Background: an optimization exercise with open tools, aiming at small area. Do not read the settings as production practice.
In this exercise RTL edits were held to simulation tests only and were not proved equivalent to the original.
Power and IR drop assume default switching activity.

Design towerSceneTop, start of the top module:
module towerSceneTop (
	input logic clk,
	input logic resetN,
	input logic startOfFrame,
	input logic pause,
	input logic [21:0] pixel,  
	output logic [7:0] rgb,
	output logic towerPixel
);
	logic [8:0] column;
	logic tower;
	logic alt;
	spawnPosition u_spawnPosition (
		.clk (clk),
		.resetN (resetN),
		.startOfFrame (startOfFrame),
		.column (column)
	);
	towerField u_towerField (
		.clk (clk),
		.resetN (resetN),
		.startOfFrame (startOfFrame),
		.pause (pause),
		.px (pixel[21:11]),
		.py (pixel[10:0]),
		.column (column),
		.tower (tower),
		.alt (alt)
	);
	pixelMux u_pixelMux (
		.clk (clk),
		.resetN (resetN),
		.tower (tower),
		.alt (alt),
		.rgb (rgb),
		.towerPixel (towerPixel)
	);
endmodule
Size: roughly 1800 cells after synthesis, ~35 I/O pins.
Settings: LEC_CHECK=0, CAP_MARGIN=20, CORE_MARGIN=2, CORE_UTILIZATION=40, GPL_TIMING_DRIVEN=0, SLEW_MARGIN=20; clock period 8.0 ns.
standard.sh (not shown) runs the stock make flow with config.mk's settings and CLKGATE_MAP_FILE= SYNTH_SCRIPT=/design/flow/synth_recipe.tcl, a recipe that flattens the netlist after the stock synthesis.
==> flow/flow/run.sh <==
#!/bin/bash
# Layout flow: the standard synthesis unchanged, then an area re-mapping of its
# combinational cells with ABC (every register cell kept as it is, same instance and
# type), checked equal to the standard netlist by Yosys; then the standard ORFS flow from
# the floorplan on, with buf_1 cells as the port buffers.
# Each tool writes its full output to a log of its own in this folder.
set -euo pipefail
HERE=$PWD
R=$HERE/orfs/results/$FLOW_PLATFORM/towerSceneTop/base
LIB=$FLOW_HOME/platforms/$FLOW_PLATFORM/lib/sky130_fd_sc_hd__tt_025C_1v80.lib

# 1. standard synthesis
bash standard.sh $R/1_2_yosys.v > synth.log 2>&1
cp $R/1_2_yosys.v std_1_2_yosys.v

# 2. re-map the combinational logic for area
DONT=""
for c in $(grep -o 'cell *( *"\?sky130_fd_sc_hd__\(lpflow\|probe\)[a-z0-9_]*' $LIB | grep -o 'sky130_fd_sc_hd__[a-z0-9_]*' | sort -u); do
	DONT="$DONT -dont_use $c"
done
FFS=$(grep -o 'sky130_fd_sc_hd__[a-z0-9_]*' std_1_2_yosys.v | sort -u | grep -E '__(df|edf|sdf|dl)' | tr '\n' ' ')
cp flow/resyn.abc resyn.abc
cat > resyn.ys <<EOS
read_liberty -overwrite -setattr liberty_cell -ignore_miss_func $LIB
read_verilog std_1_2_yosys.v
hierarchy -top $FLOW_TOP
setattr -mod -set blackbox 1 $FFS
flatten
opt_clean
techmap
opt -fast
abc -script $HERE/resyn.abc -liberty $LIB $DONT
opt_clean
setundef -zero
splitnets
opt_clean -purge
hilomap -singleton -hicell sky130_fd_sc_hd__conb_1 HI -locell sky130_fd_sc_hd__conb_1 LO
insbuf -buf sky130_fd_sc_hd__buf_4 A X
opt_clean -purge
tee -o resyn_stat.txt stat -liberty $LIB
write_verilog -noattr -nohex -nodec resyn_1_2_yosys.v
EOS
USE=std
if yosys -s resyn.ys > resyn.log 2>&1; then
	# prove the new netlist equal to the standard one: every register cell cut into ports
	# (paired by instance name), then ABC proves the combinational miter unsatisfiable
	python3 flow/cutff.py std_1_2_yosys.v eq_gold.v
	python3 flow/cutff.py resyn_1_2_yosys.v eq_gate.v
	sed -i 's/\b_\([0-9][0-9]*\)_\b/zz\1_/g' eq_gate.v
	cat > equiv.ys <<EOS
read_liberty -overwrite -ignore_miss_func $LIB
read_verilog eq_gold.v
rename $FLOW_TOP gold
read_verilog eq_gate.v
rename $FLOW_TOP gate
flatten
opt_clean
miter -equiv -flatten gold gate miter
hierarchy -top miter
flatten
opt_clean
setundef -zero
techmap
aigmap
opt_clean
write_aiger miter.aig
EOS
	if yosys -s equiv.ys > equiv.log 2>&1; then
		yosys-abc -c "read miter.aig; print_stats; strash; iprove" > equiv_abc.log 2>&1 || true
		if grep -q '^UNSATISFIABLE' equiv_abc.log; then
			USE=resyn
		fi
	fi
fi
echo "netlist used: $USE" > netlist_used.txt
if [[ $USE == resyn ]]; then
	cp resyn_1_2_yosys.v $R/1_2_yosys.v
	touch $R/1_2_yosys.v
fi

# 3. the rest of the standard flow
export BUFFER_PORTS_ARGS="-buffer_cell sky130_fd_sc_hd__buf_1"
export CTS_ARGS="-sink_clustering_enable -repair_clock_nets -dont_use_dummy_load -buf_list {sky130_fd_sc_hd__clkbuf_8} -root_buf sky130_fd_sc_hd__clkbuf_8 -sink_clustering_size 16 -sink_clustering_max_diameter 80"
bash standard.sh > layout.log 2>&1
Other scripts of this flow, unchanged in this note and not shown: flow/flow/cutff.py, flow/flow/resyn.abc
The first run produced a clean layout.
Change:
Settings changed: CORE_UTILIZATION 40 to 60.
Outcome: Non-clock buffer count went down by 3; final cell count went down by 6.3%; routed wire length went down by 4.7%; clock-buffer cell count went down by 1.
Change:
Settings changed: CAP_MARGIN 20 to 0, CORE_UTILIZATION 60 to 40, SLEW_MARGIN 20 to 0.
Effect: The changed run ran to the end with no violations. Non-clock buffer count falls by 3. Critical path depth came out lower by 3. Worst setup slack improved by 0.17 ns. Die area is higher by about 50%. Sequential power is about the same. Via count is lower by 1.1%. Worst hold slack gets worse by 0.0092 ns.
Change:
--- a/flow/flow/run.sh
+++ b/flow/flow/run.sh
@@ -81,4 +81,4 @@
 # 3. the rest of the standard flow
 export BUFFER_PORTS_ARGS="-buffer_cell sky130_fd_sc_hd__buf_1"
-export CTS_ARGS="-sink_clustering_enable -repair_clock_nets -dont_use_dummy_load -buf_list {sky130_fd_sc_hd__clkbuf_8} -root_buf sky130_fd_sc_hd__clkbuf_8 -sink_clustering_size 16 -sink_clustering_max_diameter 80"
+export CTS_ARGS="-sink_clustering_enable -repair_clock_nets -dont_use_dummy_load -buf_list {sky130_fd_sc_hd__clkbuf_8} -root_buf sky130_fd_sc_hd__clkbuf_16 -sink_clustering_size 12 -sink_clustering_max_diameter 60"
 bash standard.sh > layout.log 2>&1
Settings changed: CAP_MARGIN 0 to 20, SLEW_MARGIN 0 to 20.
Area after synthesis does not change.
Via count is higher by 0.43%.
Cell count went up by 0.64%.
Cell area goes up by 1.6%.
Change:
--- a/flow/flow/run.sh
+++ b/flow/flow/run.sh
@@ -81,4 +81,4 @@
 # 3. the rest of the standard flow
 export BUFFER_PORTS_ARGS="-buffer_cell sky130_fd_sc_hd__buf_1"
-export CTS_ARGS="-sink_clustering_enable -repair_clock_nets -dont_use_dummy_load -buf_list {sky130_fd_sc_hd__clkbuf_8} -root_buf sky130_fd_sc_hd__clkbuf_16 -sink_clustering_size 12 -sink_clustering_max_diameter 60"
+export CTS_ARGS="-sink_clustering_enable -repair_clock_nets -dont_use_dummy_load -buf_list {sky130_fd_sc_hd__clkbuf_8} -root_buf sky130_fd_sc_hd__clkbuf_8 -sink_clustering_size 16 -sink_clustering_max_diameter 80"
 bash standard.sh > layout.log 2>&1
Settings changed: CAP_MARGIN 20 to 10, SLEW_MARGIN 20 to 10.
What happened: Cell count goes down by about 0.34%; utilization decreases by 0.45 points; first-iteration DRC count is higher by about 5.4%.

-- re-timing with driven ports --
The results above use ideal ports. As a check the final layouts listed here were re-extracted and re-timed, cells and wires unchanged.
Step 1 sets driving cells, clkbuf_16 on the clock port and buf_2 on the other inputs (assumed; they add their load-dependent delay and slew).
Step 2 adds t to the input delays and takes it off the output delays; t is the mean of the earliest and latest rising clock arrival at the registers after step 1. Input paths then give back, and output paths get back, about the clock's delay inside the block.
a / b / c = ideal / step 1 / step 2; a / b = the first two.
| run | shift t [ns] | setup WS [ns] | hold slack, ns | pins driven straight from the clock port |
|---|---|---|---|---|
| the first run | 0.602 | 0.446 / 0.471 / -0.131 | 0.352 / 0.352 / 0.352 | 1 |
| the second run | 0.595 | 0.306 / 0.329 / -0.265 | 0.362 / 0.362 / 0.362 | 1 |
| the third run | 0.601 | 0.478 / 0.502 / -0.099 | 0.353 / 0.353 / 0.353 | 1 |
| the fourth run | 0.560 | 0.465 / 0.493 / -0.067 | 0.334 / 0.334 / 0.334 | 1 |
| the fifth run | 0.606 | 0.479 / 0.509 / -0.097 | 0.353 / 0.353 / 0.353 | 1 |
Met with ideal ports but missed after step 2: setup timing in every run listed.
